Context: an optimization exercise on an open-source flow, tuned for small area. The choices shown serve that exercise and are no tape-out recipe.
Function was checked by simulation only, so behaviour that the tests miss may differ from the original.
Power figures rest on the tool's default switching activity, not on a simulated workload.

==> inputs of job 5049 <==
==> flow/design.v <==
`timescale 1ns/10ps
module uart_byte_rx (
    input  logic       clk,
    input  logic       reset,
    input  logic       rxd,
    output logic       rx_valid,   
    output logic [7:0] rx_data
);
    localparam logic [7:0] IDLE = 8'h17;
    logic       rxd_meta;
    logic       rxd_s;
    logic [7:0] cnt;
    logic [7:0] shift_q;
    logic       samp;
    logic       idle;
    logic       back;
    always_ff @(posedge clk) begin
        rxd_meta <= rxd;
        rxd_s    <= rxd_meta;
    end
    assign samp = (cnt[3:0] == 4'hF);
    assign idle = (cnt == IDLE);
    assign back = idle ? rxd_s
                       : (samp && ((cnt[7:4] == 4'hA) || (cnt[7:4] == 4'h1 && rxd_s)));
    always_ff @(posedge clk or posedge reset) begin
        if (reset) cnt <= IDLE;
        else       cnt <= back ? IDLE : cnt + 1'b1;
    end
    always_ff @(posedge clk) begin
        if (samp && cnt[7:4] >= 4'h2 && cnt[7:4] <= 4'h9) shift_q <= {rxd_s, shift_q[7:1]};
    end
    assign rx_valid = samp && (cnt[7:4] == 4'hA) && rxd_s;
    assign rx_data  = shift_q;
endmodule
`timescale 1ns/10ps
module cfg_cmd_parser (
    input  logic       clk,
    input  logic       reset,
    input  logic       rx_valid,
    input  logic [7:0] rx_data,
    input  logic [4:0] phase,      
    output logic       wr_en,
    output logic       reload_req
);
    localparam logic [7:0] CMD_CANCEL     = 8'h18;
    localparam logic [7:0] CMD_PROGRAM    = 8'h24;
    localparam logic [7:0] CMD_SOFT_RESET = 8'h11;
    localparam logic [1:0] P_IDLE  = 2'd0;
    localparam logic [1:0] P_ADDR  = 2'd1;
    localparam logic [1:0] P_DATA  = 2'd2;
    localparam logic [1:0] P_WRITE = 2'd3;   
    logic [1:0] state;
    logic [4:0] addr_q;    
    logic       is_cancel;
    logic       hit;
    assign is_cancel = (rx_data == CMD_CANCEL);
    assign hit       = (phase == addr_q);
    always_ff @(posedge clk or posedge reset) begin
        if (reset) begin
            state <= P_IDLE;
        end else begin
            case (state)
                P_IDLE:  if (rx_valid && rx_data == CMD_PROGRAM) state <= P_ADDR;
                P_ADDR:  if (rx_valid) state <= is_cancel ? P_IDLE : P_DATA;
                P_DATA:  if (rx_valid) state <= is_cancel ? P_IDLE : P_WRITE;
                default: if (hit || addr_q == 5'd31) state <= P_IDLE;
            endcase
        end
    end
    always_ff @(posedge clk) begin
        if (state == P_ADDR && rx_valid) addr_q <= (rx_data < 8'd22) ? rx_data[4:0] : 5'd31;
    end
    assign wr_en      = (state == P_WRITE) && hit;
    assign reload_req = rx_valid && (state == P_IDLE) && (rx_data == CMD_SOFT_RESET);
endmodule
`timescale 1ns/10ps
module cfg_byte_ram #(
    parameter int DEPTH = 22
) (
    input  logic               clk,
    input  logic               reset,
    input  logic               wr_en,     
    input  logic [7:0]         wr_data,
    output logic [4:0]         phase,     
    output logic [DEPTH*8-1:0] bytes      
);
    logic [7:0] ring [DEPTH];
    logic       clr;
    logic       wrap;
    assign wrap = (phase == 5'(DEPTH - 1));
    always_ff @(posedge clk or posedge reset) begin
        if (reset) begin
            phase <= '0;
            clr   <= 1'b1;
        end else begin
            phase <= wrap ? '0 : phase + 1'b1;
            if (wrap) clr <= 1'b0;
        end
    end
    always_ff @(posedge clk) begin
        for (int k = 0; k < DEPTH - 1; k++) ring[k] <= ring[k+1];
        ring[DEPTH-1] <= wr_en ? wr_data : (clr ? 8'h00 : ring[0]);
    end
    always_comb begin
        for (int k = 0; k < DEPTH; k++) bytes[8*k +: 8] = ring[k];
    end
endmodule
`timescale 1ns/10ps
module cfg_loader (
    input  logic         clk,
    input  logic         reset,
    input  logic         load_start,
    input  logic         reload_req,
    input  logic [4:0]   phase,
    input  logic [175:0] bytes,
    output logic [175:0] cfg,
    output logic         load_done
);
    logic         pend;
    logic         go;       
    logic         hold;     
    logic         want;
    logic [175:0] rec;
    assign want = load_start || reload_req || pend;
    always_ff @(posedge clk or posedge reset) begin
        if (reset) begin
            pend      <= 1'b0;
            go        <= 1'b0;
            hold      <= 1'b0;
            load_done <= 1'b0;
        end else begin
            pend      <= want && !go;
            go        <= want && (phase == 5'd21);
            hold      <= !(want && (phase == 5'd21));
            load_done <= go;
        end
    end
    assign rec = {bytes[  0 +: 32],    
                  bytes[ 32 +: 32],    
                  bytes[ 64 +: 32],    
                  bytes[ 96 +: 32],    
                  bytes[128 +: 16],    
                  bytes[144 +: 16],    
                  bytes[160 +:  8],    
                  bytes[168 +:  8]};   
    always_ff @(posedge clk) begin
        cfg <= ({176{go}} & rec) | ({176{hold}} & cfg);
    end
endmodule
`timescale 1ns/10ps
module robot_cfg_top (
    input  logic         clk,
    input  logic         reset,
    input  logic         uart_rxd,
    input  logic         load_start,
    output logic [175:0] cfg,
    output logic         load_done
);
    logic         rx_valid;
    logic [7:0]   rx_data;
    logic         wr_en;
    logic         reload_req;
    logic [4:0]   phase;
    logic [175:0] bytes;
    uart_byte_rx u_rx (
        .clk      (clk),
        .reset    (reset),
        .rxd      (uart_rxd),
        .rx_valid (rx_valid),
        .rx_data  (rx_data)
    );
    cfg_cmd_parser u_parser (
        .clk        (clk),
        .reset      (reset),
        .rx_valid   (rx_valid),
        .rx_data    (rx_data),
        .phase      (phase),
        .wr_en      (wr_en),
        .reload_req (reload_req)
    );
    cfg_byte_ram u_ram (
        .clk     (clk),
        .reset   (reset),
        .wr_en   (wr_en),
        .wr_data (rx_data),
        .phase   (phase),
        .bytes   (bytes)
    );
    cfg_loader u_loader (
        .clk        (clk),
        .reset      (reset),
        .load_start (load_start),
        .reload_req (reload_req),
        .phase      (phase),
        .bytes      (bytes),
        .cfg        (cfg),
        .load_done  (load_done)
    );
endmodule
==> flow/flow/run.sh <==
#!/bin/bash
# Standard layout, with the port buffers made from the smallest buffer cell
set -euo pipefail
bash standard.sh "BUFFER_PORTS_ARGS=-buffer_cell sky130_fd_sc_hd__buf_1" finish > standard_flow.log 2>&1
==> flow/standard.sh <==
#!/bin/bash
# synth_recipe.tcl (not shown) runs the flow's synth.tcl, then flattens the netlist and writes it again
# the make line also repeats each setting of config.mk as NAME=value (left out here)
make -C /OpenROAD-flow-scripts/flow DESIGN_CONFIG=/design/flow/config.mk WORK_HOME=/design/flow/orfs CLKGATE_MAP_FILE= SYNTH_SCRIPT=/design/flow/synth_recipe.tcl "${@:-finish}"
==> flow/config.mk <==
export PLATFORM = sky130hd
export DESIGN_NAME = robot_cfg_top
export DESIGN_NICKNAME = robot_cfg_top
export VERILOG_FILES = /design/flow/design.v
export SDC_FILE = /design/flow/constraint.sdc
export NUM_CORES = 4
export LEC_CHECK = 0
export CAP_MARGIN = 20
export CORE_MARGIN = 2
export CORE_UTILIZATION = 40
export CTS_BUF_LIST = sky130_fd_sc_hd__clkbuf_4
export SLEW_MARGIN = 20
==> flow/constraint.sdc <==
create_clock -name core_clock -period 10.0 [get_ports {clk}]
set_input_delay 2.0000 -clock core_clock [delete_from_list [all_inputs] [get_ports {clk}]]
set_output_delay 2.0000 -clock core_clock [all_outputs]
set_load 0.01 [all_outputs]
==> job 8238: changes against job 5049 <==
==> flow/design.v, changed modules only <==
module uart_byte_rx (
    input  logic       clk,
    input  logic       reset,
    input  logic       rxd,
    output logic       rx_valid,   
    output logic [7:0] rx_data
);
    logic       rxd_meta;
    logic       rxd_s;
    logic [7:0] cnt;
    logic [7:0] shift_q;
    logic       samp;
    logic       stop;
    logic       back;
    always_ff @(posedge clk) begin
        rxd_meta <= rxd;
        rxd_s    <= rxd_meta;
    end
    assign samp = (cnt[3:0] == 4'h8);
    assign stop = cnt[7] && cnt[4];           
    assign back = (cnt == 8'h00) ? rxd_s
                                 : (samp && (stop || (cnt[7:4] == 4'h0 && rxd_s)));
    always_ff @(posedge clk) begin
        cnt <= (back || reset) ? 8'h00 : cnt + 1'b1;
    end
    always_ff @(posedge clk) begin
        if (samp && cnt[7:4] != 4'h0 && !stop) shift_q <= {rxd_s, shift_q[7:1]};
    end
    assign rx_valid = samp && stop && rxd_s;
    assign rx_data  = shift_q;
endmodule
module cfg_cmd_parser (
    input  logic       clk,
    input  logic       reset,
    input  logic       rx_valid,
    input  logic [7:0] rx_data,
    input  logic [4:0] phase,      
    output logic       wr_en,
    output logic       reload_req
);
    localparam logic [7:0] CMD_CANCEL     = 8'h18;
    localparam logic [7:0] CMD_PROGRAM    = 8'h24;
    localparam logic [7:0] CMD_SOFT_RESET = 8'h11;
    localparam logic [2:0] P_IDLE  = 3'd0;
    localparam logic [2:0] P_ADDR  = 3'd1;
    localparam logic [2:0] P_DATA  = 3'd2;
    localparam logic [2:0] P_WRITE = 3'd3;   
    localparam logic [2:0] P_DROP  = 3'd4;   
    logic [2:0] state;
    logic [4:0] addr_q;
    logic       is_cancel;
    logic       hit;
    assign is_cancel = (rx_data == CMD_CANCEL);
    assign hit       = (phase == addr_q);
    always_ff @(posedge clk) begin
        if (reset) begin
            state <= P_IDLE;
        end else begin
            case (state)
                P_IDLE:  if (rx_valid && rx_data == CMD_PROGRAM) state <= P_ADDR;
                P_ADDR:  if (rx_valid) state <= is_cancel ? P_IDLE : (rx_data < 8'd22) ? P_DATA : P_DROP;
                P_DATA:  if (rx_valid) state <= is_cancel ? P_IDLE : P_WRITE;
                P_WRITE: if (hit) state <= P_IDLE;
                default: if (rx_valid) state <= P_IDLE;
            endcase
        end
    end
    always_ff @(posedge clk) begin
        if (state == P_ADDR && rx_valid) addr_q <= rx_data[4:0];
    end
    assign wr_en      = (state == P_WRITE) && hit;
    assign reload_req = rx_valid && (state == P_IDLE) && (rx_data == CMD_SOFT_RESET);
endmodule
module cfg_byte_ram #(
    parameter int DEPTH = 22
) (
    input  logic               clk,
    input  logic               reset,
    input  logic               wr_en,     
    input  logic [7:0]         wr_data,
    output logic [4:0]         phase,     
    output logic [DEPTH*8-1:0] bytes      
);
    logic [7:0] ring [DEPTH];
    logic       clr;
    logic       wrap;
    logic       keep;     
    assign wrap = (phase == 5'(DEPTH - 1));
    always_ff @(posedge clk) begin
        if (reset) begin
            phase <= '0;
            clr   <= 1'b1;
        end else begin
            phase <= wrap ? '0 : phase + 1'b1;
            if (wrap) clr <= 1'b0;
        end
    end
    assign keep = !(wr_en || clr);
    always_ff @(posedge clk) begin
        for (int k = 0; k < DEPTH - 1; k++) ring[k] <= ring[k+1];
        ring[DEPTH-1] <= ({8{wr_en}} & wr_data) | ({8{keep}} & ring[0]);
    end
    always_comb begin
        for (int k = 0; k < DEPTH; k++) bytes[8*k +: 8] = ring[k];
    end
endmodule
module cfg_loader (
    input  logic         clk,
    input  logic         reset,
    input  logic         load_start,
    input  logic         reload_req,
    input  logic [4:0]   phase,
    input  logic [175:0] bytes,
    output logic [175:0] cfg,
    output logic         load_done
);
    logic         pend;
    logic         go;       
    logic         hold;     
    logic         want;
    logic [175:0] rec;
    assign want = load_start || reload_req || pend;
    always_ff @(posedge clk) begin
        if (reset) begin
            pend <= 1'b0;
            go   <= 1'b0;
            hold <= 1'b0;
        end else begin
            pend <= want && !go;
            go   <= want && (phase == 5'd21);
            hold <= !(want && (phase == 5'd21));
        end
        load_done <= go;
    end
    assign rec = {bytes[  0 +: 32],    
                  bytes[ 32 +: 32],    
                  bytes[ 64 +: 32],    
                  bytes[ 96 +: 32],    
                  bytes[128 +: 16],    
                  bytes[144 +: 16],    
                  bytes[160 +:  8],    
                  bytes[168 +:  8]};   
    always_ff @(posedge clk) begin
        cfg <= ({176{go}} & rec) | ({176{hold}} & cfg);
    end
endmodule
==> flow/flow/run.sh (replaced) <==
#!/bin/bash
# Standard layout, with the port buffers made from the smallest buffer cell
# and a clock tree of small clock buffers, without dummy loads
set -euo pipefail
bash standard.sh "BUFFER_PORTS_ARGS=-buffer_cell sky130_fd_sc_hd__buf_1" \
  "CTS_ARGS=-sink_clustering_enable -repair_clock_nets -dont_use_dummy_load -buf_list sky130_fd_sc_hd__clkbuf_4 -sink_clustering_size 10 -sink_clustering_max_diameter 40" \
  finish > standard_flow.log 2>&1
CORE_UTILIZATION = 60   (was 40)
CTS_BUF_LIST = unset   (was sky130_fd_sc_hd__clkbuf_4)
PLACE_DENSITY = 0.85   (was unset)
==> comparison table <==
Result of the run: job 8238 finished clean; job 5049 finished clean
Number of placed cells counting well taps: job 8238 1,080; job 5049 1,192
Share of power burned in combinational logic: job 8238 0.8%; job 5049 1.9%
Hold endpoint: job 8238 u_ram.ring[16][0]$_DFF_P_; job 5049 u_ram.ring[4][0]$_DFF_P_
Placer's final routability congestion estimate: job 8238 0.841; job 5049 0.787
Total area of multi-input combinational cells: job 8238 2290 um^2; job 5049 2280 um^2
Clock net sink count: job 8238 388; job 5049 387
Worst-path clk slew: job 8238 0.09 ns; job 5049 0.07 ns
Metal-1 WL: job 8238 9040 um; job 5049 10,200 um
Final setup skew: job 8238 0.0610 ns; job 5049 0.0449 ns
Pre-Repair DR Iteration Count: job 8238 6; job 5049 4
Worst setup slack for register-to-register paths: job 8238 7.83 ns; job 5049 7.63 ns
Routing usage on met2: job 8238 31.8%; job 5049 22.9%
Max Fclk: job 8238 0.309 GHz; job 5049 0.308 GHz

## static timing again, ports no longer ideal
How much do the figures lean on ideal ports? The routed layouts below were timed once more, with nothing changed but the port constraints.
Step 1 assumes that a clkbuf_16 drives the clock port and a buf_2 every other input.
Step 2 also shifts input and output timing later by t, the mid clock arrival at the registers, as if the neighbouring blocks saw the same clock.
a / b / c = ideal ports / drivers / drivers and shift; a / b = the first two.
run | t (ns) | setup WS [ns] | clock arrival spread, ns
job 5049 | 0.711 | 6.751 / 6.706 / 7.308 | 0.070 / 0.070
job 8238 | 0.664 | 6.765 / 6.726 / 7.192 | 0.081 / 0.081
After both steps every run listed still meets setup and hold. The worst setup slack also covers recovery checks on asynchronous resets.
